Context: an optimization exercise on an open-source flow, tuned for small area and a short achievable clock period. The choices shown serve that exercise and are no tape-out recipe.
At most, simulation tests tie the RTL to the original design; equivalence was not proved.
The RTL of runs 4 to 7 was laid out without a check of its function.
Power and IR drop assume default switching activity.

==> flow/design.v <==
module peripheral_packet_slave #(
  parameter int DEPTH        = 32,
  parameter int READ_LATENCY = 2
) (
  input  logic        clk,
  input  logic        reset,
  input  logic [3:0]  av_nativeaddress,
  input  logic [3:0]  av_byteenable,
  input  logic        av_read,
  input  logic        av_write,
  input  logic [31:0] av_writedata,
  output logic        av_waitrequest,
  output logic [31:0] av_readdata,
  output logic        av_readdatavalid,
  output logic        av_endofpacket,
  input  logic [31:0] st_data,
  input  logic        st_valid,
  input  logic        st_endofpacket,
  output logic        st_ready
);
  localparam int AW = $clog2(DEPTH);
  logic [32:0]   mem [DEPTH];
  logic [AW-1:0] wr_ptr, rd_ptr;
  logic [AW:0]   level, level_nxt;
  logic [7:0]    pkt_cnt, pkt_nxt;
  logic [31:0]   scratch [16];
  logic          empty, full, wr_acc, rd_acc, flush, push, pop;
  logic [32:0]   head;
  logic [31:0]   rsp_dat;
  logic          rsp_eop;
  logic          pipe_vld [READ_LATENCY];
  logic [31:0]   pipe_dat [READ_LATENCY];
  logic          pipe_eop [READ_LATENCY];
  assign empty          = (level == '0);
  assign full           = (level == (AW+1)'(DEPTH));
  assign av_waitrequest = av_read & (av_nativeaddress == 4'd0) & empty;
  assign wr_acc         = av_write & ~av_waitrequest;
  assign rd_acc         = av_read & ~av_write & ~av_waitrequest;
  assign flush          = wr_acc & (av_nativeaddress == 4'd2) & av_byteenable[0] & av_writedata[0];
  assign st_ready       = ~full & ~reset & ~flush;
  assign push           = st_valid & st_ready;
  assign pop            = rd_acc & (av_nativeaddress == 4'd0);
  assign head           = mem[rd_ptr];
  assign level_nxt      = level + (AW+1)'(push) - (AW+1)'(pop);
  always_comb begin
    pkt_nxt = pkt_cnt;
    if (push & st_endofpacket & ~(pop & head[32])) begin
      if (pkt_cnt != 8'hff) pkt_nxt = pkt_cnt + 8'd1;
    end else if (~(push & st_endofpacket) & pop & head[32]) begin
      if (pkt_cnt != 8'h00) pkt_nxt = pkt_cnt - 8'd1;
    end
    if (level_nxt == '0) pkt_nxt = 8'h00;
  end
  always_comb begin
    rsp_dat = '0;
    rsp_eop = 1'b0;
    case (av_nativeaddress)
      4'd0: begin
        rsp_dat = head[31:0];
        rsp_eop = head[32];
      end
      4'd1:    rsp_dat = {8'h00, pkt_cnt, 7'h00, 9'(level)};
      4'd2:    rsp_dat = '0;
      default: rsp_dat = scratch[av_nativeaddress];
    endcase
  end
  always_ff @(posedge clk) begin
    if (push) mem[wr_ptr] <= {st_endofpacket, st_data};
  end
  always_ff @(posedge clk) begin
    if (reset) begin
      wr_ptr  <= '0;
      rd_ptr  <= '0;
      level   <= '0;
      pkt_cnt <= '0;
      for (int i = 0; i < 16; i++) scratch[i] <= '0;
      for (int i = 0; i < READ_LATENCY; i++) begin
        pipe_vld[i] <= 1'b0;
        pipe_dat[i] <= '0;
        pipe_eop[i] <= 1'b0;
      end
    end else begin
      if (flush) begin
        wr_ptr  <= '0;
        rd_ptr  <= '0;
        level   <= '0;
        pkt_cnt <= '0;
      end else begin
        if (push) wr_ptr <= wr_ptr + 1'b1;
        if (pop)  rd_ptr <= rd_ptr + 1'b1;
        level   <= level_nxt;
        pkt_cnt <= pkt_nxt;
      end
      if (wr_acc && av_nativeaddress >= 4'd3) begin
        for (int b = 0; b < 4; b++)
          if (av_byteenable[b]) scratch[av_nativeaddress][8*b +: 8] <= av_writedata[8*b +: 8];
      end
      pipe_vld[0] <= rd_acc;
      pipe_dat[0] <= rsp_dat;
      pipe_eop[0] <= rsp_eop & rd_acc;
      for (int i = 1; i < READ_LATENCY; i++) begin
        pipe_vld[i] <= pipe_vld[i-1];
        pipe_dat[i] <= pipe_dat[i-1];
        pipe_eop[i] <= pipe_eop[i-1];
      end
    end
  end
  assign av_readdatavalid = pipe_vld[READ_LATENCY-1];
  assign av_readdata      = pipe_dat[READ_LATENCY-1];
  assign av_endofpacket   = pipe_eop[READ_LATENCY-1] & pipe_vld[READ_LATENCY-1];
endmodule
==> flow/run.sh <==
#!/bin/bash
# synth_recipe.tcl (not shown) runs the flow's synth.tcl, then flattens the netlist and writes it again
# the make line also repeats each setting of config.mk as NAME=value (left out here)
make -C /OpenROAD-flow-scripts/flow DESIGN_CONFIG=/design/flow/config.mk WORK_HOME=/design/flow/orfs CLKGATE_MAP_FILE= SYNTH_SCRIPT=/design/flow/synth_recipe.tcl finish
==> flow/config.mk <==
export PLATFORM = sky130hd
export DESIGN_NAME = peripheral_packet_slave
export DESIGN_NICKNAME = peripheral_packet_slave
export VERILOG_FILES = /design/flow/design.v
export SDC_FILE = /design/flow/constraint.sdc
export NUM_CORES = 4
export LEC_CHECK = 0
export CAP_MARGIN = 20
export CORE_MARGIN = 2
export CORE_UTILIZATION = 40
export SLEW_MARGIN = 20
==> flow/constraint.sdc <==
create_clock -name core_clock -period 4.5 [get_ports {clk}]
set_input_delay 0.9000 -clock core_clock [delete_from_list [all_inputs] [get_ports {clk}]]
set_output_delay 0.9000 -clock core_clock [all_outputs]
set_load 0.01 [all_outputs]
==> impl_metrics.ini, run 1 <==
[die]
die_h_um = 406.8
die_w_um = 406.8
dieArea_sq_um = 165400
core-area_sq_um = 160800
ios = 114
core.rowCount = 147
initial_core_util_pct = 40.36

[synthesis]
yosysWarningCount = 4
netlist.area_leader.share_pct = 70.62
syn_avg_cell_area_sq_um = 19.95
synth-main-ff-cell = edfxtp_1
synth_area_sq_um = 64880
ys_seq_area_share_pct = 73.62
syn_inst = 3253
synth_edf_count = 1526
yosysUniqueCellTypes = 53
ys_ff_latch = 1623
async_reset_ff_share_pct = 0
synth_top_cell_by_area = edfxtp_1
synth.area.top_cells = edfxtp_1 (71%), mux4_2 (16%), and2_1 (4.1%)

[sta]
fin_setup_tns_ps = 0
rsz0062_at_grt = false
fin_skew_ps = 45.93
period_share_pct = 91.88
slew_violations = 0
finalHoldWorstSlack_ps = 437.3
relSlewSlack_pct = 27.48
worstMarginPinSlew_ps = 1084
max_freq_mhz = 241.9
finalHoldViolCount = 0
finalSetupViolCount = 0
fin_crit_ps = 4135

[pwr]
p_switching_uw = 7159
p_int_uw = 25490
power_frac_comb_pct = 5.7
ir_drop_uv = 380.9
seqPwrFrac_pct = 52.2
clockPowerShare_pct = 42.1
p_sw_share_pct = 21.93
pwr_density_cell_nw_per_um2 = 433.4
power.leakage_uw = 0.02395

[global_routing]
grt_overflow = 0
antenna_found_initial = 12
grt_max_degree = 115
grt_usage_pct = 19.98
grt_pass1_vias = 32120
grt_pass1_wl_um = 235600

[clock_tree]
ctsHoldBuffers = 0
cts_setup_buffers = 0
cts_max_path_buffers = 3
ctsRootBufferMaster = clkbuf_16
insertion_delay_ps = 820
cts_resized = 0
clkSinkCount = 1623
cts_tree = yes
path_clk_slew_ps = 50
cts_buffers = 168
htreeDepth = 4

[finish]
nFillCells = 13390
drive_gt1_share_pct = 26.56
stdcell_count = 5861
utilization_pct = 46.87
multiInputGateArea_sq_um = 16690
area_growth_pct = 16.12
layout_commonest_cell = edfxtp_1
layout_common_cells = edfxtp_1 (1526), mux4_2 (458), and2_1 (423)
seq_area_sq_um = 47780
nets = 3653

[drt]
ant_nets = 0
drt-total-wl_um = 163200
num_vias = 31980
drt_first_pass_iters = 5
drc_errors = 0
drtIter0Drc = 3236
routedWlPerCell_um = 27.84
viasPerCell = 5.456

[placement]
dp.cells = 5543
place.port_buffers = 113
hpwl_um = 96920
place.gp.congestion = 0.8534

[critical_path]
reg2reg_to = pkt_cnt[6]
required_ps = 3600
critPathMaxFanout = 13
worst_path_max_delay_cell = clkdlybuf4s50_1
crit_chain = clkdlybuf4s50_1, nor2_1, buf_4, a41o_1, nor2_1, buf_4, clkdlybuf4s50_1
worstSetupStartpointType = input pin
worstPathArrival_ps = 3230
r2r_slack_ps = 730
crit_type = in -> out
critPathCaptureType = primary output
reg2reg_depth = 14
slowest_delay_ps = 550

[min_path]
worstHoldPathCells = 1
hold_class = reg -> reg
min_from = pipe_dat[0][10]
whs_endpoint = pipe_dat[1][10]

[flow_run]
maxCapViolations = 0

[status]
status = finished clean
worst max-delay path, delay by kind of cell:
family                 cells  cell delay, ps
AO/OA/AOI/OAI              1             310
buffers and inverters      4            1540
AND/OR/NAND/NOR            2             470
how the worst max path moves through the flow:
stage	start	to	slack [ps]	depth (start not counted)
after floorplan	av_nativeaddress[0]	mem[15][0]	420	7
after global placement	av_write	pkt_cnt[2]	260	17
after detailed placement	av_nativeaddress[3]	pkt_cnt[7]	280	15
after CTS	av_nativeaddress[3]	st_ready	460	7
after global routing	av_nativeaddress[3]	st_ready	380	7
final	av_nativeaddress[3]	st_ready	370	7
state kept, by name, indices dropped and copies added, names as in the netlist, named ones only:
register	count
mem	1056
pipe_eop	2
pkt_cnt	8
pipe_dat	64
wr_ptr	5
rd_ptr	5
level	6
scratch	470
pipe_vld	2
power by group through the flow:
stage / sequential (uW) / combinational (uW) / clock, uW
floorplan: 17300 / 1060 / 0
global placement: 17400 / 1850 / 0
detailed placement: 17400 / 1870 / 0
CTS: 17100 / 1880 / 14000
global route: 17100 / 2000 / 14600
finish: 17000 / 1860 / 13700
metrics by stage:
step | power (uW) | area (sq um) | setup slack (ps)
floorplan | 18370 | 65080 | 421.4
global placement | 19220 | 69950 | 258.7
detailed placement | 19240 | 69930 | 276.0
CTS | 32940 | 75380 | 456.6
global route | 33680 | 75330 | 380.9
finish | 32650 | 75340 | 365.5
synth_stat cells (all sizes together) (3+ instances only):
cell,n
nor2b,40
a21o,3
xnor2,11
xor2,7
dfxtp,97
inv,12
nand3,12
a311oi,6
mux2,12
o21ai,27
nand2,80
mux4,460
nor4,5
and2,423
buf,71
nand4,6
ha,20
o21a,6
edfxtp,1526
or2,54
a21oi,25
mux2i,35
clkbuf,122
nor3,5
nor2,143
o22ai,13
logic make-up after synthesis:
kind of cell               Yosys count  share of synthesized area (%)
muxes                              507                          16.73
DFF                               1623                          73.62
buffers and inverters              205                          1.348
xor gates and xnor gates            18                         0.2430
adders and majority gates           22                         0.4474
AOI/OAI and AO/OA                   94                         0.8967
and+or+nand+nor                    783                          6.709
other                                1                       0.005780
layer usage:
layer	wire length (um)	vias up	global-route usage, %	share of wire [%]
li1	-	13530	-	-
met1	71980	17110	29.23	44
met2	75680	1103	30.66	46
met3	11570	224	3.890	7.1
met4	3833	10	5.458	2.3
met5	80	-	0	0.049
cell type report:
cell class | count | area share (%)
Timing Repair Buffer | 270 | 3.532
Inverter | 12 | 0.05978
Tap cell | 2160 | 3.587
Clock inverter | 110 | 1.373
Clock buffer | 201 | 5.855
Antenna cell | 7 | 0.02325
Multi-Input combinational cell | 1478 | 22.15
Sequential cell | 1623 | 63.42
==> run 2: changes to the inputs <==
==> flow/design.v (replaced) <==
module peripheral_packet_slave #(
  parameter int DEPTH        = 32,
  parameter int READ_LATENCY = 2
) (
  input  logic        clk,
  input  logic        reset,
  input  logic [3:0]  av_nativeaddress,
  input  logic [3:0]  av_byteenable,
  input  logic        av_read,
  input  logic        av_write,
  input  logic [31:0] av_writedata,
  output logic        av_waitrequest,
  output logic [31:0] av_readdata,
  output logic        av_readdatavalid,
  output logic        av_endofpacket,
  input  logic [31:0] st_data,
  input  logic        st_valid,
  input  logic        st_endofpacket,
  output logic        st_ready
);
  logic [32:0]   mem [32];
  logic [4:0]    wr_ptr, rd_ptr;
  logic [5:0]    pkt_cnt;
  logic          empty, full;
  logic [31:0]   scratch [3:15];
  logic          flush, push, pop, clr, head_eop;
  logic [5:0]    level;
  logic [31:0]   wd_r;
  logic          s0_vld, s0_eop;
  logic [3:0]    s0_addr;
  logic [11:0]   s0_f;
  logic          s1_vld, s1_eop;
  logic [31:0]   s1_dat;
  assign av_waitrequest = av_read & (av_nativeaddress == 4'd0) & empty;
  assign flush    = av_write & (av_nativeaddress == 4'd2) & av_byteenable[0] & av_writedata[0];
  assign st_ready = ~full & ~reset & ~flush;
  assign push     = st_valid & st_ready;
  assign pop      = av_read & ~av_write & (av_nativeaddress == 4'd0) & ~empty;
  assign clr      = reset | flush;
  assign level    = {full, wr_ptr - rd_ptr};
  assign head_eop = mem[rd_ptr][32];
  always_ff @(posedge clk) begin
    if (~full) mem[wr_ptr] <= {st_endofpacket, st_data};
  end
  always_ff @(posedge clk) begin
    if (clr) begin
      wr_ptr  <= '0;
      rd_ptr  <= '0;
      pkt_cnt <= '0;
      empty   <= 1'b1;
      full    <= 1'b0;
    end else begin
      if (push) wr_ptr <= wr_ptr + 5'd1;
      if (pop)  rd_ptr <= rd_ptr + 5'd1;
      pkt_cnt <= pkt_cnt + 6'(push & st_endofpacket) - 6'(pop & head_eop);
      empty   <= (empty & ~push) | (level == 6'd1 & pop & ~push);
      full    <= (full & ~pop) | (level == 6'd31 & push & ~pop);
    end
  end
  assign wd_r = av_writedata & {32{~reset}};
  always_ff @(posedge clk) begin
    for (int a = 3; a < 16; a++)
      for (int b = 0; b < 4; b++)
        if (reset | (av_write & (av_nativeaddress == 4'(a)) & av_byteenable[b]))
          scratch[a][8*b +: 8] <= wd_r[8*b +: 8];
  end
  always_ff @(posedge clk) begin
    s0_vld  <= ~reset & av_read & ~av_write & ~av_waitrequest;
    s0_eop  <= head_eop;
    s0_addr <= av_nativeaddress;
    s0_f    <= (av_nativeaddress == 4'd1) ? {pkt_cnt, level} : {7'd0, rd_ptr};
  end
  logic [31:0] rsp_dat;
  always_comb begin
    case (s0_addr)
      4'd0:    rsp_dat = mem[s0_f[4:0]][31:0];
      4'd1:    rsp_dat = {10'h000, s0_f[11:6], 10'h000, s0_f[5:0]};
      4'd2:    rsp_dat = '0;
      default: rsp_dat = scratch[s0_addr];
    endcase
  end
  always_ff @(posedge clk) begin
    s1_vld <= ~reset & s0_vld;
    s1_eop <= ~reset & s0_vld & (s0_addr == 4'd0) & s0_eop;
    s1_dat <= rsp_dat;
  end
  assign av_readdatavalid = s1_vld;
  assign av_readdata      = s1_dat;
  assign av_endofpacket   = s1_eop;
endmodule
--- a/flow/config.mk
+++ b/flow/config.mk
@@ -8,4 +8,5 @@
 export CAP_MARGIN = 20
 export CORE_MARGIN = 2
 export CORE_UTILIZATION = 40
+export SETUP_SLACK_MARGIN = 1.8
 export SLEW_MARGIN = 20
==> run 2 against run 1 <==
Against the previous run:
- still clean
- die area fell by 9.2%
- cell count fell by 8.8%
- combinational power fell by 28%
- largest cell class unchanged
==> impl_metrics.ini, run 2 <==
[status]
status = finished clean

[drt]
viasPerCell = 5.793
ant_nets = 0
drc_errors = 0
num_vias = 30960
drt-total-wl_um = 161500
drt_first_pass_iters = 6
drtIter0Drc = 4175
routedWlPerCell_um = 30.22

[sta]
setup_slack_ps = 1162
fin_skew_ps = 29.20
period_share_pct = 74.18
fin_crit_ps = 3338
max_freq_mhz = 299.6
fin_setup_tns_ps = 0
rsz0062_at_grt = true
worstMarginPinSlew_ps = 1055
slew_violations = 0
relSlewSlack_pct = 29.46
finalSetupViolCount = 0
finalHoldViolCount = 0

[synthesis]
synth_top_cell_by_area = edfxtp_1
synth_compound_area_share_pct = 4.570
synthMuxAreaShare_pct = 11.68
ys_seq_area_share_pct = 77.61
yosysWarningCount = 98
yosysMostFrequentCell = edfxtp_1
yosysUniqueCellTypes = 65
ys_ff_latch = 1547
synth-main-ff-cell = edfxtp_1
netlist.area_leader.share_pct = 75.06
synth_edf_count = 1472
synth.area.top_cells = edfxtp_1 (75%), mux4_2 (10%), dfxtp_1 (2.5%)
synth_commonest_cells = edfxtp_1 (1472), mux4_2 (268), nand2_1 (183)
syn_inst = 2994
synth_area_sq_um = 58890
yosys.area_share.adder_pct = 0.3867
syn_avg_cell_area_sq_um = 19.67
async_reset_ff_share_pct = 0
synth_top_family_by_area = multiplexers
synth_xor_area_share_pct = 0.2528
yosys.area_share.simple_pct = 3.986

[global_routing]
grt_overflow = 0
grt_usage_pct = 21.40
grt_pass1_wl_um = 230000
grt_pass1_vias = 30810
antenna_found_initial = 8
grt_max_degree = 54

[critical_path]
crit_type = reg -> reg
crit_chain = mux4_2, mux4_2, mux2_4, and2_4, ha_4, inv_2, ha_4, fa_2, a21oi_2, nor2_1, nor2_1, xor2_1, nor2_1
critPathMaxFanout = 8
cpMostUsedCell = nor2_1
crit_buf_inv = 1
worst_path_max_delay_cell = dfxtp_1
crit_family = multiplexers
required_ps = 5170
slowest_delay_ps = 600
critPathCaptureType = flop
worstSetupStartpointType = flop
worstPathArrival_ps = 4010

[die]
dieArea_sq_um = 150300
core-area_sq_um = 145900
initial_core_util_pct = 40.36
die_h_um = 387.7
ios = 114
die_w_um = 387.7
core.rowCount = 140

[pwr]
pwr_density_cell_nw_per_um2 = 441.0
p_sw_share_pct = 21.62
seqPwrFrac_pct = 53.9
p_switching_uw = 6588
clockPowerShare_pct = 41.8
ir_drop_uv = 355.6
power_frac_comb_pct = 4.4
p_int_uw = 23880
power.leakage_uw = 0.02165

[clock_tree]
clkSinkCount = 1547
cts_tree = yes
cts_buffers = 159
cts_max_path_buffers = 3
htreeDepth = 4
path_clk_slew_ps = 60
insertion_delay_ps = 800
ctsRootBufferMaster = clkbuf_16

[placement]
place.gp.congestion = 0.8269
place.port_buffers = 113
hpwl_um = 93820
dp_slack_ps = 388.4

[finish]
max_flop_register = mem
area_growth_pct = 17.32
nets = 3387
drive_gt1_share_pct = 24.05
nFillCells = 12010
layout_common_cells = edfxtp_1 (1472), mux4_2 (268), nand2_1 (181)
top_regs = mem: 1056 flops, scratch: 416 flops, s1_dat: 32 flops
utilization_pct = 47.35
largest_reg_flops = 1056
layout_commonest_cell = edfxtp_1

[min_path]
hold_class = in -> reg

[flow_run]
maxCapViolations = 0
## run 2: cell types whose count changed after synthesis, sizes merged, moves of 22 or more
cell and delta:
and2 -417, mux4 -192, nand2 +103, a22oi +94
edfxtp -54, or2 -52, o22ai +50, clkbuf -48
mux2i +40, nand3 +36, a211oi +27, a221oi +25
buf +23, dfxtp -22
## run 2: area by class of cell
cell class	instances	area [sq um]	area share, %
Antenna cell	1	2.502	0.003622
Clock buffer	220	4278	6.192
Clock inverter	75	744.5	1.078
Inverter	18	67.56	0.09780
Multi-Input combinational cell	1261	12820	18.56
Sequential cell	1547	45740	66.20
Tap cell	1917	2399	3.472
Timing Repair Buffer	305	3035	4.394
## run 2: path summary, 6_finish.rpt
path                             from          to  slack, ps  cells after the start
setup / recovery                 flop  pkt_cnt[4]       1160                     13
hold reg to reg            pkt_cnt[2]     s0_f[8]        490                      2
setup reg to reg                 flop  pkt_cnt[4]       1160                     13
hold / removal    av_nativeaddress[1]  s0_addr[1]        320                      1
## run 2: worst register-to-register path, cell delays in order, from the launching register on
cell     delay (ps)
dfxtp_1         600
mux4_2          390
mux4_2          490
mux2_4          300
and2_4          150
ha_4            250
inv_2            40
ha_4            150
fa_2            360
a21oi_2         130
nor2_1           50
nor2_1          110
xor2_1          160
nor2_1           50
## run 2: logic make-up (layout without fill, tap and decap cells)
| family | Yosys count | count (layout) |
|---|---|---|
| flip-flops | 1547 | 1547 |
| AND/OR/NAND/NOR | 506 | 506 |
| AO/OA/AOI/OAI | 370 | 370 |
| multiplexers | 351 | 351 |
| buffers and inverters | 186 | 618 |
| adder cells (fa/ha/maj) | 17 | 17 |
| XOR/XNOR | 17 | 17 |
| other | 0 | 1 |
## run 2: stage by stage
stage	power, uW	area, sq um	cells	hold WS [ps]
6_report	30460	69090	5344	316.0
3_5_place_dp	18010	63090	4976	475.7
4_1_cts	30650	68850	5318	284.5
2_1_floorplan	17250	59000	2994	395.2
3_3_place_gp	17990	63090	4976	475.5
5_1_grt	31310	69080	5343	275.7
## run 2: power groups by stage
stage | logic, uW | registers [uW] | clock network, uW
finish | 1330 | 16400 | 12700
global route | 1420 | 16400 | 13400
CTS | 1320 | 16400 | 12900
detailed placement | 1290 | 16700 | 0
global placement | 1280 | 16700 | 0
floorplan | 580 | 16700 | 0
## run 2: routing by layer
metal	vias up	wire length [um]	global-route usage [%]
met3	215	12900	4.479
met2	1288	78130	34.32
met5	-	52	0
li1	12920	-	-
met1	16520	67400	30.12
met4	10	3018	4.879
## run 2: what timing repair did
| action | in CTS | in global routing |
|---|---|---|
| resized for setup | 60 | 36 |
| hold buffers | 0 | 0 |
| pin swaps | 26 | 9 |
| gates cloned | 1 | 0 |
| buffers inserted | 46 | 23 |
| endpoints found under the setup margin | 333 | 114 |
==> run 3: changes to the inputs <==
--- a/flow/config.mk
+++ b/flow/config.mk
@@ -8,5 +8,4 @@
 export CAP_MARGIN = 20
 export CORE_MARGIN = 2
 export CORE_UTILIZATION = 40
-export SETUP_SLACK_MARGIN = 1.8
 export SLEW_MARGIN = 20
==> run 3 against run 2 <==
Against the previous run:
- still clean on timing, DRC and antenna
- die area stayed put
- cell count decreased by 1.4%
- critical path depth down 8
- combinational power shrank 4%
- via count down 1.4%
- global-route usage is 0.74 points lower
- worst hold slack improved by 160 ps
- largest cell class unchanged
- highest routed layer unchanged
==> impl_metrics.ini, run 3 <==
[finish]
area_growth_pct = 15.40
top_regs = mem: 1056 flops, scratch: 416 flops, s1_dat: 32 flops
nets = 3312
drive_gt1_share_pct = 20.97
layout_common_cells = edfxtp_1 (1472), mux4_2 (268), nand2_1 (182)
largest_reg_flops = 1056
max_flop_register = mem
stdcell_count = 5267
layout_commonest_cell = edfxtp_1

[global_routing]
antenna_found_initial = 12
grt_overflow = 0
grt_pass1_vias = 30010
grt_usage_pct = 20.66
grt_max_degree = 53
grt_pass1_wl_um = 223200

[sta]
relSlewSlack_pct = 22.88
max_freq_mhz = 263.0
rsz0062_at_grt = false
fin_setup_tns_ps = 0
slew_violations = 0
worstMarginPinSlew_ps = 1153
finalSetupViolCount = 0
fin_crit_ps = 3803
period_share_pct = 84.50
setup_slack_ps = 697.5
fin_skew_ps = 34.73
finalHoldViolCount = 0

[critical_path]
worst_path_max_delay_cell = o31ai_4
required_ps = 3600
worstPathArrival_ps = 2900
crit_type = in -> out
cpMostUsedCell = clkdlybuf4s50_1
critPathMaxFanout = 6
worstSetupStartpointType = input pin
critPathCaptureType = primary output
crit_chain = clkdlybuf4s50_1, nand2b_1, o31ai_4, nor2_1, clkdlybuf4s50_1
slowest_delay_ps = 540

[die]
core.rowCount = 140
ios = 114
core-area_sq_um = 145900
die_h_um = 387.7
dieArea_sq_um = 150300
die_w_um = 387.7
initial_core_util_pct = 40.36

[pwr]
power_uw = 30390
pwr_density_cell_nw_per_um2 = 447.2
power.leakage_uw = 0.02108
ir_drop_uv = 392.9

[clock_tree]
cts_max_path_buffers = 3
clkSinkCount = 1547
path_clk_slew_ps = 60
insertion_delay_ps = 800
cts_buffers = 157
htreeDepth = 4
ctsHoldBuffers = 0
cts_setup_buffers = 0
cts_resized = 0
cts_tree = yes
ctsRootBufferMaster = clkbuf_16

[synthesis]
synth_commonest_cells = edfxtp_1 (1472), mux4_2 (268), nand2_1 (183)
synth_area_sq_um = 58890
synth_edf_count = 1472
syn_inst = 2994
ys_ff_latch = 1547
synth.area.top_cells = edfxtp_1 (75%), mux4_2 (10%), dfxtp_1 (2.5%)
yosysWarningCount = 98
netlist.area_leader.share_pct = 75.06
synth_top_cell_by_area = edfxtp_1
syn_avg_cell_area_sq_um = 19.67
synth-main-ff-cell = edfxtp_1
async_reset_ff_share_pct = 0
yosysUniqueCellTypes = 65
ys_seq_area_share_pct = 77.61
yosysMostFrequentCell = edfxtp_1

[flow_run]
maxCapViolations = 0

[placement]
place.port_buffers = 113
dp_slack_ps = 489.2
place.gp.congestion = 0.8515
dp.cells = 4975
hpwl_um = 93200

[drt]
drtIter0Drc = 4133
drc_errors = 0
routedWlPerCell_um = 29.65
ant_nets = 0
viasPerCell = 5.793
drt_first_pass_iters = 5
num_vias = 30510
drt-total-wl_um = 156200

[min_path]
hold_class = reg -> reg

[status]
status = finished clean
run 3: cell count changes in the layout (fill, tap and decap cells not counted), sizes merged, moves of 2 or more:
| cell | previous run | this run |
|---|---|---|
| clkbuf | 223 | 210 |
| inv | 24 | 27 |
| clkdlybuf4s50 | 82 | 95 |
| dlymetal6s2s | 2 | 0 |
| clkinv | 60 | 58 |
| buf | 216 | 137 |
| clkinvlp | 1 | 5 |
run 3: routing by layer:
layer  track usage (%)  vias up  share of wire (%)
li1                  -    12770                  -
met1             29.36    16060                 42
met2             32.90     1428                 48
met3             3.812      246                7.7
met4             5.419       10                2.2
met5                 0        -              0.045
run 3: final timing paths:
kind | start | end | slack (ps) | depth (start not counted)
worst max-delay path | av_nativeaddress[0] | st_ready | 700 | 5
worst min-delay path | scratch[5][6] | s1_dat[6] | 480 | 2
worst max register to register | flop | pkt_cnt[4] | 800 | 13
worst min register to register | scratch[5][6] | s1_dat[6] | 480 | 2
run 3: cell type report:
type | count | area, sq um
fillers | 12120 | 77960
repair buffers | 232 | 2172
clock buffers | 210 | 4272
diodes | 2 | 5.005
clock inverters | 80 | 716.9
inverters | 18 | 67.56
flip-flops and latches | 1547 | 45720
multi-input cells | 1261 | 12610
well taps | 1917 | 2399
run 3: logic make-up after synthesis:
logic type	synth area share, %
AOI/OAI and AO/OA	4.570
DFF	77.61
xor gates and xnor gates	0.2529
buffers and inverters	1.513
muxes	11.68
and+or+nand+nor	3.986
adders and majority gates	0.3867
run 3: critical path: cells and delay by family:
kind,cells,cell delay (ps)
AOI/OAI and AO/OA,1,540
and+or+nand+nor,2,450
buffers and inverters,2,1000
run 3: power breakdown:
part	switching, uW	internal, uW	total, uW
Clock	5530	7180	12700
Combinational	853	423	1280
Sequential	147	16300	16400
run 3: through the flow:
step                      util [%]  hold slack (ps)  instance area (sq um)
after global routing         46.57            518.3                  67950
final                        46.57            476.2                  67960
after CTS                    46.63            478.4                  68040
after detailed placement     43.21            477.2                  63050
after global placement       43.21            475.6                  63040
after floorplan                  -            395.2                  58890
==> run 4: changes to the inputs <==
--- a/flow/design.v
+++ b/flow/design.v
@@ -23,7 +23,9 @@
   logic [5:0]    pkt_cnt;
   logic          empty, full;
   logic [31:0]   scratch [3:15];
-  logic          flush, push, pop, clr, head_eop;
+  logic          flush, push, pop, clr, inc, dec;
+  logic          head_eop;   
+  logic [4:0]    rd_inc;
   logic [5:0]    level;
   logic [31:0]   wd_r;
   logic          s0_vld, s0_eop;
@@ -38,7 +40,9 @@
   assign pop      = av_read & ~av_write & (av_nativeaddress == 4'd0) & ~empty;
   assign clr      = reset | flush;
   assign level    = {full, wr_ptr - rd_ptr};
-  assign head_eop = mem[rd_ptr][32];
+  assign rd_inc   = rd_ptr + 5'd1;
+  assign inc      = push & st_endofpacket;
+  assign dec      = pop & head_eop;
   always_ff @(posedge clk) begin
     if (~full) mem[wr_ptr] <= {st_endofpacket, st_data};
   end
@@ -51,11 +55,16 @@
       full    <= 1'b0;
     end else begin
       if (push) wr_ptr <= wr_ptr + 5'd1;
-      if (pop)  rd_ptr <= rd_ptr + 5'd1;
-      pkt_cnt <= pkt_cnt + 6'(push & st_endofpacket) - 6'(pop & head_eop);
+      if (pop)  rd_ptr <= rd_inc;
+      if (inc & ~dec)      pkt_cnt <= pkt_cnt + 6'd1;
+      else if (dec & ~inc) pkt_cnt <= pkt_cnt - 6'd1;
       empty   <= (empty & ~push) | (level == 6'd1 & pop & ~push);
       full    <= (full & ~pop) | (level == 6'd31 & push & ~pop);
     end
+  end
+  always_ff @(posedge clk) begin
+    if (pop)        head_eop <= (rd_inc == wr_ptr) ? st_endofpacket : mem[rd_inc][32];
+    else if (empty) head_eop <= st_endofpacket;
   end
   assign wd_r = av_writedata & {32{~reset}};
   always_ff @(posedge clk) begin
--- a/flow/config.mk
+++ b/flow/config.mk
@@ -8,4 +8,5 @@
 export CAP_MARGIN = 20
 export CORE_MARGIN = 2
 export CORE_UTILIZATION = 40
+export SETUP_SLACK_MARGIN = 2.2
 export SLEW_MARGIN = 20
==> run 4 against run 3 <==
Against the previous run:
- non-clock buffer count increased by 229
- still clean on timing, DRC and antenna
- cell count increased by 3.5%
- critical path depth increased by 3
- flip-flop and latch count decreased by 4
- core utilization increased by 2.4 points
- maximum frequency increased by 44%
- sequential power about the same
- clock power about the same
- global-route usage increased by 2.7 points
==> impl_metrics.ini, run 4 <==
[pwr]
ir_drop_uv = 411.7
pwr_density_cell_nw_per_um2 = 424.6
power.leakage_uw = 0.02339

[sta]
rsz0062_at_grt = true
fin_crit_ps = 2649
setup_slack_ps = 1851
finalSetupViolCount = 0
max_freq_mhz = 377.4
worstMarginPinSlew_ps = 1122
period_share_pct = 58.88
slew_violations = 0
finalHoldViolCount = 0
fin_skew_ps = 23.25
fin_setup_tns_ps = 0
relSlewSlack_pct = 25.06

[placement]
hpwl_um = 99820
dp_slack_ps = 623.0
place.port_buffers = 113
place.gp.congestion = 0.8821

[die]
core-area_sq_um = 147800
core.rowCount = 141
dieArea_sq_um = 151900
initial_core_util_pct = 40.27
die_h_um = 389.8
die_w_um = 389.8
ios = 114

[synthesis]
synth-main-ff-cell = edfxtp_1
synth_top_cell_by_area = edfxtp_1
synth_commonest_cells = edfxtp_1 (1473), mux4_2 (317), nor2_1 (134)
synth_edf_count = 1473
syn_avg_cell_area_sq_um = 20.26
netlist.area_leader.share_pct = 74.29
yosysUniqueCellTypes = 64
yosysWarningCount = 98
synth_area_sq_um = 59540
ys_ff_latch = 1543
async_reset_ff_share_pct = 0
synth.area.top_cells = edfxtp_1 (74%), mux4_2 (12%), dfxtp_1 (2.4%)
syn_inst = 2939
ys_seq_area_share_pct = 76.65
yosysMostFrequentCell = edfxtp_1

[min_path]
worstHoldPathCells = 1
hold_class = in -> reg

[global_routing]
grt_pass1_wl_um = 247600
grt_usage_pct = 23.31
grt_pass1_vias = 31690
antenna_found_initial = 10
grt_max_degree = 79
grt_overflow = 0

[drt]
drt_first_pass_iters = 7
num_vias = 32490
wl_met3_um = 16050
ant_nets = 0
met1_length_um = 71690
top_layer = met5
drc_errors = 0
drtIter0Drc = 4408
viasPerCell = 5.961
route.met2.wl_um = 84830
drt-total-wl_um = 178000
routedWlPerCell_um = 32.66

[finish]
layout_common_cells = edfxtp_1 (1473), mux4_2 (317), buf_4 (214)
largest_reg_flops = 1056
seq_area_sq_um = 45710
multiInputGateArea_sq_um = 14030
layout_commonest_cell = edfxtp_1
drive_gt1_share_pct = 31.08
top_regs = mem: 1056 flops, scratch: 416 flops, s1_dat: 32 flops
nets = 3488
max_flop_register = mem
area_growth_pct = 21.55
nFillCells = 11930

[clock_tree]
cts_max_path_buffers = 3
insertion_delay_ps = 780
cts_tree = yes
htreeDepth = 4
ctsHoldBuffers = 0
ctsRootBufferMaster = clkbuf_16
clkSinkCount = 1543
path_clk_slew_ps = 60
cts_buffers = 156

[critical_path]
required_ps = 5120
slowest_delay_ps = 500
worst_path_max_delay_cell = mux4_2
r2r_slack_ps = 1850
crit_type = reg -> reg
critPathMaxFanout = 5
crit_chain = buf_12, buf_12, buf_12, buf_16, mux4_2, mux4_2, a22oi_2, o21ai_1
worstSetupStartpointType = flop
worstPathArrival_ps = 3270
cpMostUsedCell = buf_12
critPathCaptureType = flop
reg2reg_depth = 8

[flow_run]
maxCapViolations = 0

[status]
status = finished clean
-- run 4: cell types whose count changed in the layout (fill, tap and decap cells not counted), sizes merged, moves of 12 or more --
cell,delta
a211oi,-12
a22oi,-16
mux4,+49
clkdlybuf4s15,+13
clkdlybuf4s50,-33
nand3,-30
o22ai,-32
a21o,+53
nand2,-110
dlygate4sd2,+12
mux2i,-13
o21ai,+22
buf,+227
-- run 4: critical path, delay by kind of cell, from the launching register on --
kind | cells | cell delay (ps)
mux | 2 | 980
compound gates | 2 | 620
flops | 1 | 380
buf+inv | 4 | 490
-- run 4: layer usage --
metal  up-vias  GRT usage [%]
li1      13160              -
met1     17310          32.65
met2      1712          37.10
met3       295          4.490
met5         -              0
met4         8          7.245
-- run 4: path summary, 6_finish.rpt --
check,startpoint,to
max reg2reg,s0_f[0],s1_dat[12]
min reg2reg,head_eop,s0_eop
max,s0_f[0],s1_dat[12]
min,av_nativeaddress[2],s0_addr[2]
-- run 4: area by class of cell --
cell class	count	share of cell area, %
multi-input combinational	1215	19.39
clock inverter	68	0.8420
antenna	3	0.01037
sequential	1543	63.17
inverter	17	0.1055
clock buffer	213	5.763
tap	1930	3.337
timing repair buffer	461	7.383
-- run 4: cell families (layout without fill, tap and decap cells) --
logic type | count (synthesis) | count (layout) | synth area share, %
AOI/OAI and AO/OA | 405 | 405 | 4.916
other | 0 | 3 | 0
xor gates and xnor gates | 20 | 20 | 0.2942
and+or+nand+nor | 380 | 380 | 3.091
buffers and inverters | 181 | 759 | 1.372
DFF | 1543 | 1543 | 76.65
muxes | 394 | 394 | 13.32
adders and majority gates | 16 | 16 | 0.3615
-- run 4: repair_timing --
item,4_1_cts,5_1_grt
endpoints found under the setup margin,1140,89
pin swaps,54,39
gates cloned,27,3
resized for setup,377,53
endpoints found under the hold margin,0,0
buffers inserted,127,49
-- run 4: where the power goes --
part / internal, uW / leakage, uW / switching, uW / total (uW)
sequential: 16300 / 0.0142 / 167 / 16400
combinational: 743 / 0.00691 / 1190 / 1930
clock: 6920 / 0.00232 / 5460 / 12400
-- run 4: stage by stage --
stage | util (%) | area [sq um] | total power [uW] | instances | hold WS [ps]
final | 48.95 | 72370 | 30730 | 5450 | 255.1
after global routing | 48.95 | 72360 | 31580 | 5449 | 242.1
after CTS | 48.46 | 71640 | 30810 | 5395 | 215.3
after detailed placement | 43.28 | 63990 | 18390 | 4960 | 369.6
after global placement | 43.27 | 63970 | 18370 | 4959 | 370.2
after floorplan | - | 59700 | 17460 | 2939 | 348.4
==> run 5: changes to the inputs <==
==> flow/flow/run.sh (new file) <==
#!/bin/bash
cp standard.sh synth_recipe.tcl config.mk out/ 2>/dev/null
bash standard.sh > standard.log 2>&1
==> flow/standard.sh (new file) <==
#!/bin/bash
# synth_recipe.tcl (not shown) runs the flow's synth.tcl, then flattens the netlist and writes it again
# the make line also repeats each setting of config.mk as NAME=value (left out here)
make -C /OpenROAD-flow-scripts/flow DESIGN_CONFIG=/design/flow/config.mk WORK_HOME=/design/flow/orfs CLKGATE_MAP_FILE= SYNTH_SCRIPT=/design/flow/synth_recipe.tcl "${@:-finish}"
removed: flow/run.sh
==> run 5 against run 4 <==
Against the previous run:
- still clean
- sequential power hardly changed
- cell area unchanged
- clock skew unchanged
- via count unchanged
==> impl_metrics.ini, run 5 <==
[pwr]
pwr_density_cell_nw_per_um2 = 424.6
power.leakage_uw = 0.02339
ir_drop_uv = 411.7

[clock_tree]
path_clk_slew_ps = 60
insertion_delay_ps = 780
cts_max_path_buffers = 3
cts_buffers = 156
ctsRootBufferMaster = clkbuf_16
ctsHoldBuffers = 0
cts_tree = yes
htreeDepth = 4
clkSinkCount = 1543

[synthesis]
syn_avg_cell_area_sq_um = 20.26
synth-main-ff-cell = edfxtp_1
synth_top_cell_by_area = edfxtp_1
yosys.area_share.adder_pct = 0.3615
synth_edf_count = 1473
synthMuxAreaShare_pct = 13.32
synth_area_sq_um = 59540
async_reset_ff_share_pct = 0
synth_commonest_cells = edfxtp_1 (1473), mux4_2 (317), nor2_1 (134)
synth_top_family_by_area = multiplexers
yosysUniqueCellTypes = 64
synth_xor_area_share_pct = 0.2942
ys_ff_latch = 1543
syn_inst = 2939
netlist.area_leader.share_pct = 74.29
yosys.area_share.simple_pct = 3.091
yosysWarningCount = 98
yosysMostFrequentCell = edfxtp_1
synth.area.top_cells = edfxtp_1 (74%), mux4_2 (12%), dfxtp_1 (2.4%)
ys_seq_area_share_pct = 76.65
synth_compound_area_share_pct = 4.916

[sta]
fin_setup_tns_ps = 0
worstMarginPinSlew_ps = 1122
relSlewSlack_pct = 25.06
fin_skew_ps = 23.25
fin_crit_ps = 2649
rsz0062_at_grt = true
finalSetupViolCount = 0
finalHoldViolCount = 0
slew_violations = 0
max_freq_mhz = 377.4
period_share_pct = 58.88

[die]
die_h_um = 389.8
dieArea_sq_um = 151900
core-area_sq_um = 147800
initial_core_util_pct = 40.27
die_w_um = 389.8
ios = 114
core.rowCount = 141

[critical_path]
critPathCaptureType = flop
cpMostUsedCell = buf_12
worstSetupStartpointType = flop
reg2reg_to = s1_dat[12]
crit_buf_inv = 4
r2r_start = s0_f[0]
crit_family = multiplexers
required_ps = 5120
reg2reg_depth = 8
crit_chain = buf_12, buf_12, buf_12, buf_16, mux4_2, mux4_2, a22oi_2, o21ai_1
crit_type = reg -> reg
worst_path_max_delay_cell = mux4_2
worstPathArrival_ps = 3270
critPathMaxFanout = 5
slowest_delay_ps = 500
r2r_slack_ps = 1850

[finish]
largest_reg_flops = 1056
layout_common_cells = edfxtp_1 (1473), mux4_2 (317), buf_4 (214)
utilization_pct = 48.95
max_flop_register = mem
nets = 3488
top_regs = mem: 1056 flops, scratch: 416 flops, s1_dat: 32 flops
layout_commonest_cell = edfxtp_1
area_growth_pct = 21.55
multiInputGateArea_sq_um = 14030
stdcell_count = 5450
drive_gt1_share_pct = 31.08
nFillCells = 11930
seq_area_sq_um = 45710

[min_path]
whs_endpoint = s0_addr[2]
worstHoldPathCells = 1
min_from = av_nativeaddress[2]
hold_class = in -> reg

[drt]
drc_errors = 0
num_vias = 32490
drtIter0Drc = 4408
viasPerCell = 5.961
routedWlPerCell_um = 32.66
ant_nets = 0
drt-total-wl_um = 178000
drt_first_pass_iters = 7

[global_routing]
grt_pass1_vias = 31690
grt_max_degree = 79
antenna_found_initial = 10
grt_pass1_wl_um = 247600
grt_usage_pct = 23.31
grt_overflow = 0

[placement]
place.port_buffers = 113
hpwl_um = 99820
dp.cells = 4960
place.gp.congestion = 0.8821

[flow_run]
maxCapViolations = 0

[status]
status = finished clean
run 5: cells by family (layout without fill, tap and decap cells):
group                    after synthesis  in the layout
multiplexers                         394            394
XOR/XNOR                              20             20
flip-flops                          1543           1543
buffers and inverters                181            759
other                                  0              3
adder cells (fa/ha/maj)               16             16
AND/OR/NAND/NOR                      380            380
AO/OA/AOI/OAI                        405            405
run 5: worst max path at each step:
stage                   startpoint         end  slack, ps  cells past startpoint
2_1_floorplan  av_nativeaddress[3]  pkt_cnt[5]       1550                     13
3_3_place_gp              av_write  pkt_cnt[5]        660                     13
3_5_place_dp   av_nativeaddress[3]  pkt_cnt[5]        620                     15
4_1_cts            av_writedata[0]    st_ready       1820                      4
5_1_grt                    s0_f[0]  s1_dat[26]       1820                      8
6_report                   s0_f[0]  s1_dat[12]       1850                      8
run 5: timing repair:
| item | 4_1_cts | 5_1_grt |
|---|---|---|
| pin swaps | 54 | 39 |
| gates cloned | 27 | 3 |
| gates resized for setup | 377 | 53 |
| endpoints found under the setup margin | 1140 | 89 |
| setup buffers | 127 | 49 |
run 5: layer usage:
metal  wire length (um)  track usage (%)
met1              71690            32.65
met2              84830            37.10
met3              16050            4.490
met4               5364            7.245
met5                 54                0
run 5: area by class of cell:
class / count / area share, %
multi-input combinational: 1215 / 19.39
sequential: 1543 / 63.17
clock inverter: 68 / 0.8420
inverter: 17 / 0.1055
clock buffer: 213 / 5.763
tap: 1930 / 3.337
antenna: 3 / 0.01037
timing repair buffer: 461 / 7.383
run 5: where the power goes:
group / leakage [uW] / switching (uW) / internal (uW) / total (uW)
logic: 0.00691 / 1190 / 743 / 1930
clock network: 0.00232 / 5460 / 6920 / 12400
registers: 0.0142 / 167 / 16300 / 16400
total: 0.0234 / 6810 / 23900 / 30700
run 5: per-stage QoR:
step	power, uW	instance area (sq um)	setup WS, ps	hold WS (ps)
CTS	30810	71640	1821	215.3
detailed placement	18390	63990	623.0	369.6
global placement	18370	63970	657.5	370.2
global route	31580	72360	1815	242.1
finish	30730	72370	1851	255.1
floorplan	17460	59700	1551	348.4
==> run 6: changes to the inputs <==
==> flow/run.sh (new file) <==
#!/bin/bash
# synth_recipe.tcl (not shown) runs the flow's synth.tcl, then flattens the netlist and writes it again
# the make line also repeats each setting of config.mk as NAME=value (left out here)
make -C /OpenROAD-flow-scripts/flow DESIGN_CONFIG=/design/flow/config.mk WORK_HOME=/design/flow/orfs CLKGATE_MAP_FILE= SYNTH_SCRIPT=/design/flow/synth_recipe.tcl finish
--- a/flow/config.mk
+++ b/flow/config.mk
@@ -7,6 +7,7 @@
 export LEC_CHECK = 0
 export CAP_MARGIN = 20
 export CORE_MARGIN = 2
-export CORE_UTILIZATION = 40
+export CORE_UTILIZATION = 65
+export PLACE_DENSITY = 0.75
 export SETUP_SLACK_MARGIN = 2.2
 export SLEW_MARGIN = 20
removed: flow/flow/run.sh
removed: flow/standard.sh
==> run 6 against run 5 <==
Against the previous run:
- still clean on timing, DRC and antenna
- clock power about the same
- first-iteration DRC count rose by 37%
- non-clock buffer count fell by 49
- sequential share of layout area rose by 1.4 points
- cell area decreased by 2.3%
- worst hold slack got worse by 14 ps
- clock skew grew 7.3 ps
- largest cell class unchanged
==> impl_metrics.ini, run 6 <==
[clock_tree]
path_clk_slew_ps = 60
clkSinkCount = 1543
cts_tree = yes
htreeDepth = 4
insertion_delay_ps = 780
ctsRootBufferMaster = clkbuf_16
cts_buffers = 151
cts_max_path_buffers = 3

[placement]
place.port_buffers = 113
place.gp.congestion = 1.006
placed_area_sq_um = 62870
hpwl_um = 93950
dp.cells = 4205

[die]
core.rowCount = 111
core-area_sq_um = 91250
ios = 114
dieArea_sq_um = 94030
die_w_um = 306.6
die_h_um = 306.6
initial_core_util_pct = 65.25

[finish]
final_area_sq_um = 70720
largest_reg_flops = 1056
layout_common_cells = edfxtp_1 (1473), mux4_2 (317), buf_4 (173)
drive_gt1_share_pct = 30.15
max_flop_register = mem
area_growth_pct = 18.79
layout_commonest_cell = edfxtp_1
top_regs = mem: 1056 flops, scratch: 416 flops, s1_dat: 32 flops
stdcell_count = 4653
nets = 3434
nFillCells = 4548

[sta]
relSlewSlack_pct = 8.294
fin_setup_tns_ps = 0
slew_violations = 0
worstMarginPinSlew_ps = 1373
period_share_pct = 62.95
rsz0062_at_grt = true
fin_skew_ps = 30.59
finalSetupViolCount = 0
max_freq_mhz = 353.0
finalHoldViolCount = 0
fin_crit_ps = 2833

[global_routing]
grt_overflow = 0
grt_pass1_vias = 34110
grt_usage_pct = 39.19
antenna_found_initial = 10
grt_max_degree = 84
grt_pass1_wl_um = 253900

[critical_path]
worstPathArrival_ps = 3440
worstSetupStartpointType = flop
critPathCaptureType = flop
reg2reg_depth = 9
critPathMaxFanout = 5
required_ps = 5110
crit_type = reg -> reg

[synthesis]
yosysMostFrequentCell = edfxtp_1
synth_edf_count = 1473
yosysWarningCount = 98
netlist.area_leader.share_pct = 74.29
synth-main-ff-cell = edfxtp_1
syn_inst = 2939
async_reset_ff_share_pct = 0
synth.area.top_cells = edfxtp_1 (74%), mux4_2 (12%), dfxtp_1 (2.4%)
yosysUniqueCellTypes = 64
syn_avg_cell_area_sq_um = 20.26
synth_area_sq_um = 59540
synth_commonest_cells = edfxtp_1 (1473), mux4_2 (317), nor2_1 (134)
synth_top_cell_by_area = edfxtp_1
ys_seq_area_share_pct = 76.65
ys_ff_latch = 1543

[pwr]
ir_drop_uv = 468.0
power_uw = 30850
power.leakage_uw = 0.02309
pwr_density_cell_nw_per_um2 = 436.2

[drt]
num_vias = 34270
drc_errors = 0
routedWlPerCell_um = 39.34
drtIter0Drc = 6017
ant_nets = 0
drt-total-wl_um = 183100
drt_first_pass_iters = 9
viasPerCell = 7.364

[flow_run]
maxCapViolations = 0

[status]
status = finished clean

[min_path]
hold_class = in -> reg
worstHoldPathCells = 1
[run 6: changes by cell type in the layout (fill, tap and decap cells not counted), sizes merged]
cell,delta
buf,-55
bufbuf,-4
bufinv,+3
clkbuf,-15
clkdlybuf4s15,+4
clkdlybuf4s50,-2
clkinv,+5
clkinvlp,-1
diode,+5
dlygate4sd2,+5
inv,+2
[run 6: worst max-delay path, cell delays in order, from the launching register on]
cell and delay, ps:
dfxtp_4 460, buf_12 160, buf_16 120, buf_12 130, buf_8 130, buf_16 140, mux4_2 550, mux4_2 550
mux2i_4 290, o22ai_2 120
[run 6: where the power goes]
part           switching (uW)  total, uW  leakage [uW]  internal, uW
clock network            5490      12500       0.00235          7010
logic                    1170       1890       0.00658           724
registers                 206      16500        0.0142         16300
[run 6: area by class of cell]
| cell class | instances | area, sq um | share of cell area (%) |
|---|---|---|---|
| repair buffers | 412 | 4696 | 6.640 |
| well taps | 1186 | 1484 | 2.098 |
| multi-input cells | 1215 | 13940 | 19.71 |
| flip-flops and latches | 1543 | 45690 | 64.61 |
| clock buffers | 195 | 4068 | 5.751 |
| inverters | 17 | 68.82 | 0.09730 |
| diodes | 8 | 20.02 | 0.02831 |
| clock inverters | 77 | 757.0 | 1.070 |
[run 6: final timing paths]
| check | startpoint | endpoint | slack, ps |
|---|---|---|---|
| worst max-delay path | s0_f[0] | s1_dat[13] | 1670 |
| worst min-delay path | av_nativeaddress[3] | s0_addr[3] | 240 |
| worst max register to register | s0_f[0] | s1_dat[13] | 1670 |
| worst min register to register | head_eop | s0_eop | 410 |
[run 6: repair_timing]
item	4_1_cts	5_1_grt
pin swaps	54	32
hold buffers	0	0
endpoints found under the setup margin	1377	359
buffers inserted	106	39
gates cloned	22	1
gates resized for setup	352	61
[run 6: logic make-up (layout without fill, tap and decap cells)]
logic type / after synthesis / count (layout) / share of synthesized area, %
AOI/OAI and AO/OA: 405 / 405 / 4.916
xor gates and xnor gates: 20 / 20 / 0.2942
adders and majority gates: 16 / 16 / 0.3615
buffers and inverters: 181 / 701 / 1.372
DFF: 1543 / 1543 / 76.65
muxes: 394 / 394 / 13.32
other: 0 / 8 / 0
and+or+nand+nor: 380 / 380 / 3.091
[run 6: routing by layer]
layer | GRT usage [%] | share of wire [%] | up-vias | wire (um)
li1 | - | - | 13040 | -
met1 | 50.84 | 32 | 17240 | 58730
met2 | 62.91 | 48 | 3300 | 87860
met3 | 9.959 | 14 | 678 | 25290
met4 | 19.23 | 6.1 | 8 | 11120
met5 | 0 | 0.032 | - | 58
[run 6: per-stage QoR]
| stage | setup slack (ps) | util, % | hold WS, ps |
|---|---|---|---|
| 6_report | 1667 | 77.51 | 241.4 |
| 4_1_cts | 1775 | 76.84 | 250.1 |
| 3_3_place_gp | 498.2 | 68.89 | 395.3 |
| 3_5_place_dp | 500.6 | 68.90 | 390.3 |
| 5_1_grt | 1656 | 77.50 | 234.1 |
| 2_1_floorplan | 1551 | - | 348.4 |
==> run 7: changes to the inputs <==
--- a/flow/config.mk
+++ b/flow/config.mk
@@ -7,7 +7,8 @@
 export LEC_CHECK = 0
 export CAP_MARGIN = 20
 export CORE_MARGIN = 2
-export CORE_UTILIZATION = 65
-export PLACE_DENSITY = 0.75
+export CORE_UTILIZATION = 40
+export CTS_BUF_LIST = sky130_fd_sc_hd__clkbuf_8
+export CTS_CLUSTER_SIZE = 30
 export SETUP_SLACK_MARGIN = 2.2
 export SLEW_MARGIN = 20
==> run 7 against run 6 <==
Against the previous run:
- synthesized cell count did not move
- flip-flop and latch count unchanged
- wire length shrank 2.7%
- cell area is 1.3% higher
- clock power shrank 13%
- worst setup slack gained 91 ps
- combinational power grew 3%
- via count fell by 4.4%
- largest cell class unchanged
==> impl_metrics.ini, run 7 <==
[clock_tree]
ctsHoldBuffers = 0
htreeDepth = 4
cts_buffers = 236
cts_max_path_buffers = 3
path_clk_slew_ps = 60
cts_tree = yes
ctsRootBufferMaster = clkbuf_8
insertion_delay_ps = 980
clkSinkCount = 1543

[finish]
utilization_pct = 48.47
largest_reg_flops = 1056
stdcell_count = 5570
top_regs = mem: 1056 flops, scratch: 416 flops, s1_dat: 32 flops
layout_common_cells = edfxtp_1 (1473), mux4_2 (317), clkbuf_8 (242)
final_area_sq_um = 71650
seq_area_sq_um = 45730
max_flop_register = mem
drive_gt1_share_pct = 32.26
layout_commonest_cell = edfxtp_1
nFillCells = 12090
area_growth_pct = 20.35
multiInputGateArea_sq_um = 14030
nets = 3528

[synthesis]
ys_ff_latch = 1543
yosysWarningCount = 98
synth_commonest_cells = edfxtp_1 (1473), mux4_2 (317), nor2_1 (134)
yosysUniqueCellTypes = 64
ys_seq_area_share_pct = 76.65
synth.area.top_cells = edfxtp_1 (74%), mux4_2 (12%), dfxtp_1 (2.4%)
syn_avg_cell_area_sq_um = 20.26
synth_area_sq_um = 59540
async_reset_ff_share_pct = 0
syn_inst = 2939
yosysMostFrequentCell = edfxtp_1
netlist.area_leader.share_pct = 74.29
synth-main-ff-cell = edfxtp_1
synth_edf_count = 1473
synth_top_cell_by_area = edfxtp_1

[critical_path]
cp_num_cells = 9
worst_path_max_delay_cell = mux4_2
r2r_slack_ps = 1760
required_ps = 5310
worstPathArrival_ps = 3550
critPathMaxFanout = 6
crit_type = reg -> reg
critPathCaptureType = flop
crit_family = multiplexers
worstSetupStartpointType = flop
crit_buf_inv = 5
slowest_delay_ps = 490
reg2reg_depth = 9
crit_chain = buf_12, buf_6, buf_12, buf_4, buf_16, mux4_2, mux4_2, a22oi_2, nand3_1

[global_routing]
grt_overflow = 0
grt_pass1_vias = 32230
antenna_found_initial = 14
use_met3_pct = 4.600
grt_usage_pct = 23.31
busiest_layer = met2
grt_pass1_wl_um = 247900
use_met2_pct = 36.76
grt_max_degree = 79
use_met1_pct = 32.73

[drt]
viasPerCell = 5.883
drtIter0Drc = 4421
drt-total-wl_um = 178200
ant_nets = 0
num_vias = 32770
drt_first_pass_iters = 6
drc_errors = 0
routedWlPerCell_um = 31.98

[sta]
rsz0062_at_grt = true
max_freq_mhz = 364.8
worstMarginPinSlew_ps = 1178
fin_setup_tns_ps = 0
slew_violations = 0
fin_skew_ps = 41.59
fin_crit_ps = 2742
relSlewSlack_pct = 21.30
period_share_pct = 60.92
finalHoldViolCount = 0
finalSetupViolCount = 0

[min_path]
hold_class = in -> reg
worstHoldPathCells = 1

[die]
die_w_um = 389.8
die_h_um = 389.8
core-area_sq_um = 147800
ios = 114
core.rowCount = 141
dieArea_sq_um = 151900
initial_core_util_pct = 40.27

[pwr]
power_uw = 29250
ir_drop_uv = 285.0
power.leakage_uw = 0.02341
pwr_density_cell_nw_per_um2 = 408.2

[placement]
dp.cells = 4960
place.gp.congestion = 0.8821
hpwl_um = 99820
placed_area_sq_um = 63990
place.port_buffers = 113

[flow_run]
maxCapViolations = 0

[status]
status = finished clean
## run 7: cell counts after synthesis
No cell type changed its count.
## run 7: where the power goes
group          switching, uW  internal (uW)  leakage, uW
Sequential               175          16300       0.0142
Combinational           1180            756      0.00672
Clock                   5580           5300      0.00253
## run 7: worst reg2reg max path: cells and delay by family (launching register included)
kind / cells / cell delay (ps)
buffers and inverters: 5 / 590
AND/OR/NAND/NOR: 1 / 170
AO/OA/AOI/OAI: 1 / 450
flip-flops: 1 / 380
multiplexers: 2 / 980
## run 7: final cells by class
type | instances | area share (%)
inverters | 17 | 0.1030
repair buffers | 421 | 7.006
flip-flops and latches | 1543 | 63.83
clock buffers | 240 | 4.610
well taps | 1930 | 3.370
multi-input cells | 1215 | 19.58
diodes | 4 | 0.01397
clock inverters | 200 | 1.491
## run 7: path summary, 6_finish.rpt
kind                        from    endpoint
max                      s0_f[0]   s1_dat[3]
min          av_nativeaddress[2]  s0_addr[2]
max reg2reg              s0_f[0]   s1_dat[3]
min reg2reg             head_eop      s0_eop
## run 7: repair_timing
item,in CTS,in global routing
gates resized for setup,444,67
setup buffers,108,30
cloned,25,3
pin swaps,58,37
setup endpoints to repair,931,150
## run 7: through the flow
step                setup slack (ps)  hold WS (ps)
detailed placement             623.0         369.6
global placement               657.5         370.2
global route                    1738         65.72
CTS                             1743         79.62
floorplan                       1551         348.4
finish                          1759         88.32
## run 7: cell families after synthesis
group / after synthesis / share of synthesized area (%)
multiplexers: 394 / 13.32
AND/OR/NAND/NOR: 380 / 3.091
buffers and inverters: 181 / 1.372
AO/OA/AOI/OAI: 405 / 4.916
XOR/XNOR: 20 / 0.2942
flip-flops: 1543 / 76.65
adder cells (fa/ha/maj): 16 / 0.3615
## run 7: routing by layer
layer / up-vias / share of wire [%]
met1: 17240 / 40
met3: 319 / 9.5
met5: - / 0.038
li1: 13300 / -
met4: 10 / 2.9
met2: 1897 / 48
==> run 8: changes to the inputs <==
--- a/flow/design.v
+++ b/flow/design.v
@@ -79,14 +79,39 @@
     s0_addr <= av_nativeaddress;
     s0_f    <= (av_nativeaddress == 4'd1) ? {pkt_cnt, level} : {7'd0, rd_ptr};
   end
+  logic [31:0] msel;
+  logic [15:3] ssel;
+  logic        stsel;
+  logic [31:0] src [45];
+  logic [44:0] sel;
+  logic [14:0] grp [32];
   logic [31:0] rsp_dat;
   always_comb begin
-    case (s0_addr)
-      4'd0:    rsp_dat = mem[s0_f[4:0]][31:0];
-      4'd1:    rsp_dat = {10'h000, s0_f[11:6], 10'h000, s0_f[5:0]};
-      4'd2:    rsp_dat = '0;
-      default: rsp_dat = scratch[s0_addr];
-    endcase
+    for (int i = 0; i < 32; i++) msel[i] = (s0_addr == 4'd0) & (s0_f[4:0] == 5'(i));
+    for (int k = 3; k < 16; k++) ssel[k] = (s0_addr == 4'(k));
+    stsel = (s0_addr == 4'd1);
+    for (int i = 0; i < 32; i++) begin
+      src[i] = mem[i][31:0];
+      sel[i] = msel[i];
+    end
+    for (int k = 3; k < 16; k++) begin
+      src[32 + k - 3] = scratch[k];
+      sel[32 + k - 3] = ssel[k];
+    end
+  end
+  for (genvar b = 0; b < 32; b++) begin : g_bit
+    for (genvar g = 0; g < 15; g++) begin : g_grp
+      pkt_slave_aoi222 u_aoi (
+        .a0(src[3*g][b]),   .s0(sel[3*g]),
+        .a1(src[3*g+1][b]), .s1(sel[3*g+1]),
+        .a2(src[3*g+2][b]), .s2(sel[3*g+2]),
+        .y (grp[b][g])
+      );
+    end
+  end
+  always_comb begin
+    for (int b = 0; b < 32; b++) rsp_dat[b] = ~&grp[b];
+    rsp_dat = rsp_dat | ({32{stsel}} & {10'h000, s0_f[11:6], 10'h000, s0_f[5:0]});
   end
   always_ff @(posedge clk) begin
     s1_vld <= ~reset & s0_vld;
@@ -97,3 +122,9 @@
   assign av_readdata      = s1_dat;
   assign av_endofpacket   = s1_eop;
 endmodule
+module pkt_slave_aoi222 (
+  input  logic a0, s0, a1, s1, a2, s2,
+  output logic y
+);
+  assign y = ~((a0 & s0) | (a1 & s1) | (a2 & s2));
+endmodule
==> flow/flow/run.sh (new file) <==
#!/bin/bash
set -o pipefail
bash standard.sh \
  BUFFER_PORTS_ARGS="-buffer_cell sky130_fd_sc_hd__buf_2" \
  CTS_ARGS="-sink_clustering_enable -repair_clock_nets -dont_use_dummy_load" \
  RECOVER_POWER=100 \
  finish > make.log 2>&1
==> flow/standard.sh (new file) <==
#!/bin/bash
# synth_recipe.tcl (not shown) runs the flow's synth.tcl, then flattens the netlist and writes it again
# the make line also repeats each setting of config.mk as NAME=value (left out here)
make -C /OpenROAD-flow-scripts/flow DESIGN_CONFIG=/design/flow/config.mk WORK_HOME=/design/flow/orfs CLKGATE_MAP_FILE= SYNTH_SCRIPT=/design/flow/synth_recipe.tcl "${@:-finish}"
--- a/flow/config.mk
+++ b/flow/config.mk
@@ -8,7 +8,6 @@
 export CAP_MARGIN = 20
 export CORE_MARGIN = 2
 export CORE_UTILIZATION = 40
-export CTS_BUF_LIST = sky130_fd_sc_hd__clkbuf_8
-export CTS_CLUSTER_SIZE = 30
 export SETUP_SLACK_MARGIN = 2.2
 export SLEW_MARGIN = 20
+export SYNTH_HIERARCHICAL = 1
removed: flow/run.sh
==> run 8 against run 7 <==
Against the previous run:
- now fails the layout checks on capacitance limit, slew limit
- total power is 4.1% lower
- global-route usage is 0.98 points lower
- non-clock buffer count shrank 34
- core utilization fell by 0.78 points
- area after synthesis decreased by 9.2%
- clock power shrank 4%
- critical path type unchanged
- critical endpoint is now mem[24][28]
- highest routed layer unchanged
==> impl_metrics.ini, run 8 <==
[status]
failed_checks = capacitance limit, slew limit
status = finished with violations

[global_routing]
grt_usage_pct = 22.33
grt_pass1_wl_um = 220200
grt_pass1_vias = 30220
grt_overflow = 0
antenna_found_initial = 9
grt_max_degree = 47

[synthesis]
synth_top_cell_by_area = edfxtp_1
ys_seq_area_share_pct = 84.39
yosysWarningCount = 12
syn_inst = 2621
syn_avg_cell_area_sq_um = 20.63
synth-main-ff-cell = edfxtp_1
yosysMostFrequentCell = edfxtp_1
netlist.area_leader.share_pct = 81.80
ys_ff_latch = 1543
yosysUniqueCellTypes = 42
synth_area_sq_um = 54070
async_reset_ff_share_pct = 0
synth.area.top_cells = edfxtp_1 (82%), a222oi_1 (8.9%), dfxtp_1 (2.6%)
synth_commonest_cells = edfxtp_1 (1473), a222oi_1 (480), nor2_1 (112)
synth_edf_count = 1473

[pwr]
p_sw_share_pct = 20.34
p_int_uw = 22350
seqPwrFrac_pct = 58.7
pwr_density_cell_nw_per_um2 = 439.8
power_frac_comb_pct = 3.7
clockPowerShare_pct = 37.6
power.leakage_uw = 0.02043
ir_drop_uv = 283.9
p_switching_uw = 5705

[clock_tree]
cts_tree = yes
cts_buffers = 150
htreeDepth = 4
path_clk_slew_ps = 60
ctsRootBufferMaster = clkbuf_16
clkSinkCount = 1543
cts_max_path_buffers = 3
insertion_delay_ps = 770

[drt]
routedWlPerCell_um = 31.88
drtIter0Drc = 5679
viasPerCell = 6.290
drc_errors = 0
num_vias = 30940
ant_nets = 0
drt_first_pass_iters = 13
drt-total-wl_um = 156800

[placement]
dp_slack_ps = 819.6
hpwl_um = 96570
place.gp.congestion = 0.8182
place.port_buffers = 113

[flow_run]
maxCapViolations = 30

[die]
core.rowCount = 134
initial_core_util_pct = 40.41
ios = 114
dieArea_sq_um = 138100
die_h_um = 371.7
die_w_um = 371.7
core-area_sq_um = 133800

[critical_path]
critPathCaptureType = flop
crit_type = reg -> reg
critPathMaxFanout = 33
worstSetupStartpointType = flop
worstPathArrival_ps = 3770
required_ps = 4770

[min_path]
hold_class = in -> reg

[sta]
finalSetupViolCount = 0
fin_setup_tns_ps = 0
fin_skew_ps = 65.75
slew_violations = 788
finalHoldViolCount = 0
max_freq_mhz = 286.0
period_share_pct = 77.70
worstMarginPinSlew_ps = 2577
fin_crit_ps = 3497
rsz0062_at_grt = true
finalHoldWorstSlack_ps = 397.2
relSlewSlack_pct = -71.81
setup_slack_ps = 1003

[finish]
layout_commonest_cell = edfxtp_1
max_flop_register = mem
layout_common_cells = edfxtp_1 (1473), a222oi_1 (480), clkbuf_1 (156)
area_growth_pct = 17.98
largest_reg_flops = 1056
nFillCells = 10980
top_regs = mem: 1056 flops, scratch: 416 flops, s1_dat: 32 flops
drive_gt1_share_pct = 16.04
nets = 3232
==> run 8: cell types whose count changed in the layout (fill, tap and decap cells not counted), moves of 35 or more <==
cell,change
buf_4,-82
clkinv_1,-68
inv_1,-85
clkbuf_1,+156
a222oi_1,+464
mux2i_1,-50
a22oi_1,-68
clkbuf_8,-242
nand4_1,+94
clkbuf_16,+151
clkinv_2,-35
mux4_2,-309
clkdlybuf4s50_1,-60
==> run 8: path summary, 6_finish.rpt <==
path | startpoint | to | slack, ps | cells after the start
min reg2reg | head_eop | s0_eop | 440 | 0
max | wr_ptr[1] | mem[24][28] | 1000 | 5
min | av_nativeaddress[2] | s0_addr[2] | 400 | 1
max reg2reg | wr_ptr[1] | mem[24][28] | 1000 | 5
==> run 8: critical path, stage by stage, from the launching register on <==
cell and delay [ps]:
dfxtp_1 410, inv_1 160, ha_1 220, nand2b_4 190, nor2_1 180, clkbuf_1 1830
==> run 8: per-layer routing <==
layer	global-route usage (%)	vias up	wire, um
met1	31.03	15900	60550
met3	3.459	274	16090
li1	-	12850	-
met2	36.31	1903	75090
met5	0	-	40
met4	6.932	8	5048
==> run 8: cell families (layout without fill, tap and decap cells) <==
group                      after synthesis  count (layout)  synth area share, %
buffers and inverters                   39             545               0.2985
and+or+nand+nor                        422             431                4.096
xor gates and xnor gates                24              24               0.4026
other                                    0              15                    0
muxes                                   14              14               0.4466
AOI/OAI and AO/OA                      563             563                9.964
DFF                                   1543            1543                84.39
adders and majority gates               16              16               0.3980
==> run 8: what timing repair did <==
item / in CTS / in global routing
cloned: 20 / 4
endpoints found under the setup margin: 1096 / 212
buffers inserted: 153 / 19
pin swaps: 152 / 72
gates resized for setup: 220 / 51
hold buffers: 0 / 0
==> run 8: area by class of cell <==
class	instances	area (sq um)	area share (%)
Inverter	8	31.28	0.04903
Timing Repair Buffer	387	3119	4.890
Tap cell	1768	2212	3.468
Sequential cell	1543	45660	71.57
Multi-Input combinational cell	1048	8982	14.08
Clock buffer	150	3754	5.884
Antenna cell	15	37.54	0.05884
==> run 8: Yosys stat by module, one instance, submodules excluded <==
module,cells,times used,cell area [sq um],flops+latches
pkt_slave_aoi222,1,480,10.01,0
peripheral_packet_slave,2141,1,49270,1543
==> run 8: power by group through the flow <==
stage          registers [uW]  clock network, uW  logic (uW)
3_3_place_gp            16700                  0         914
3_5_place_dp            16800                  0         954
2_1_floorplan           16700                  0         379
5_1_grt                 16500              11200        1110
4_1_cts                 16500              10700        1070
6_report                16500              10500        1040
==> run 8: per-stage QoR <==
| step | cell area [sq um] | total power (uW) | std cells | util (%) |
|---|---|---|---|---|
| 5_1_grt | 63760 | 28810 | 4906 | 47.66 |
| 6_report | 63790 | 28050 | 4919 | 47.68 |
| 3_5_place_dp | 57920 | 17720 | 4558 | 43.29 |
| 4_1_cts | 64260 | 28200 | 4881 | 48.03 |
| 3_3_place_gp | 57840 | 17650 | 4555 | 43.23 |
| 2_1_floorplan | 54360 | 17050 | 2621 | - |

## static timing again, ports no longer ideal
How much do the figures lean on ideal ports? The routed layouts below were timed once more, with nothing changed but the port constraints. Step 1 sets driving cells, clkbuf_16 on the clock port and buf_2 on the other inputs (assumed; they add their load-dependent delay and slew). Step 2 times the ports against the registers' clock, not the clock port: input delays grow and output delays shrink by t, the midpoint of the rising clock arrivals with the driver on. a / b / c = ideal / step 1 / step 2; a / b = the first two.
run	t, ns	setup slack, ns	worst setup path after step 2	worst data-port slew with drivers (ns)	slew violations
run 1	0.875	0.365 / 0.333 / 0.171	input to register	0.16	0 / 0
run 2	0.859	1.162 / 1.162 / 0.752	input to register	0.19	0 / 0
run 3	0.862	0.697 / 0.670 / 0.472	input to register	0.17	0 / 0
run 4	0.848	1.851 / 1.851 / 1.172	input to register	0.15	0 / 0
run 5	0.848	1.851 / 1.851 / 1.172	input to register	0.15	0 / 0
run 6	0.837	1.667 / 1.667 / 1.102	input to register	0.15	0 / 0
run 7	1.026	1.758 / 1.758 / 1.121	input to register	0.14	0 / 0
run 8	0.802	1.003 / 1.003 / 0.449	input to register	0.11	788 / 873
With drivers on, slew violations rise in run 8.
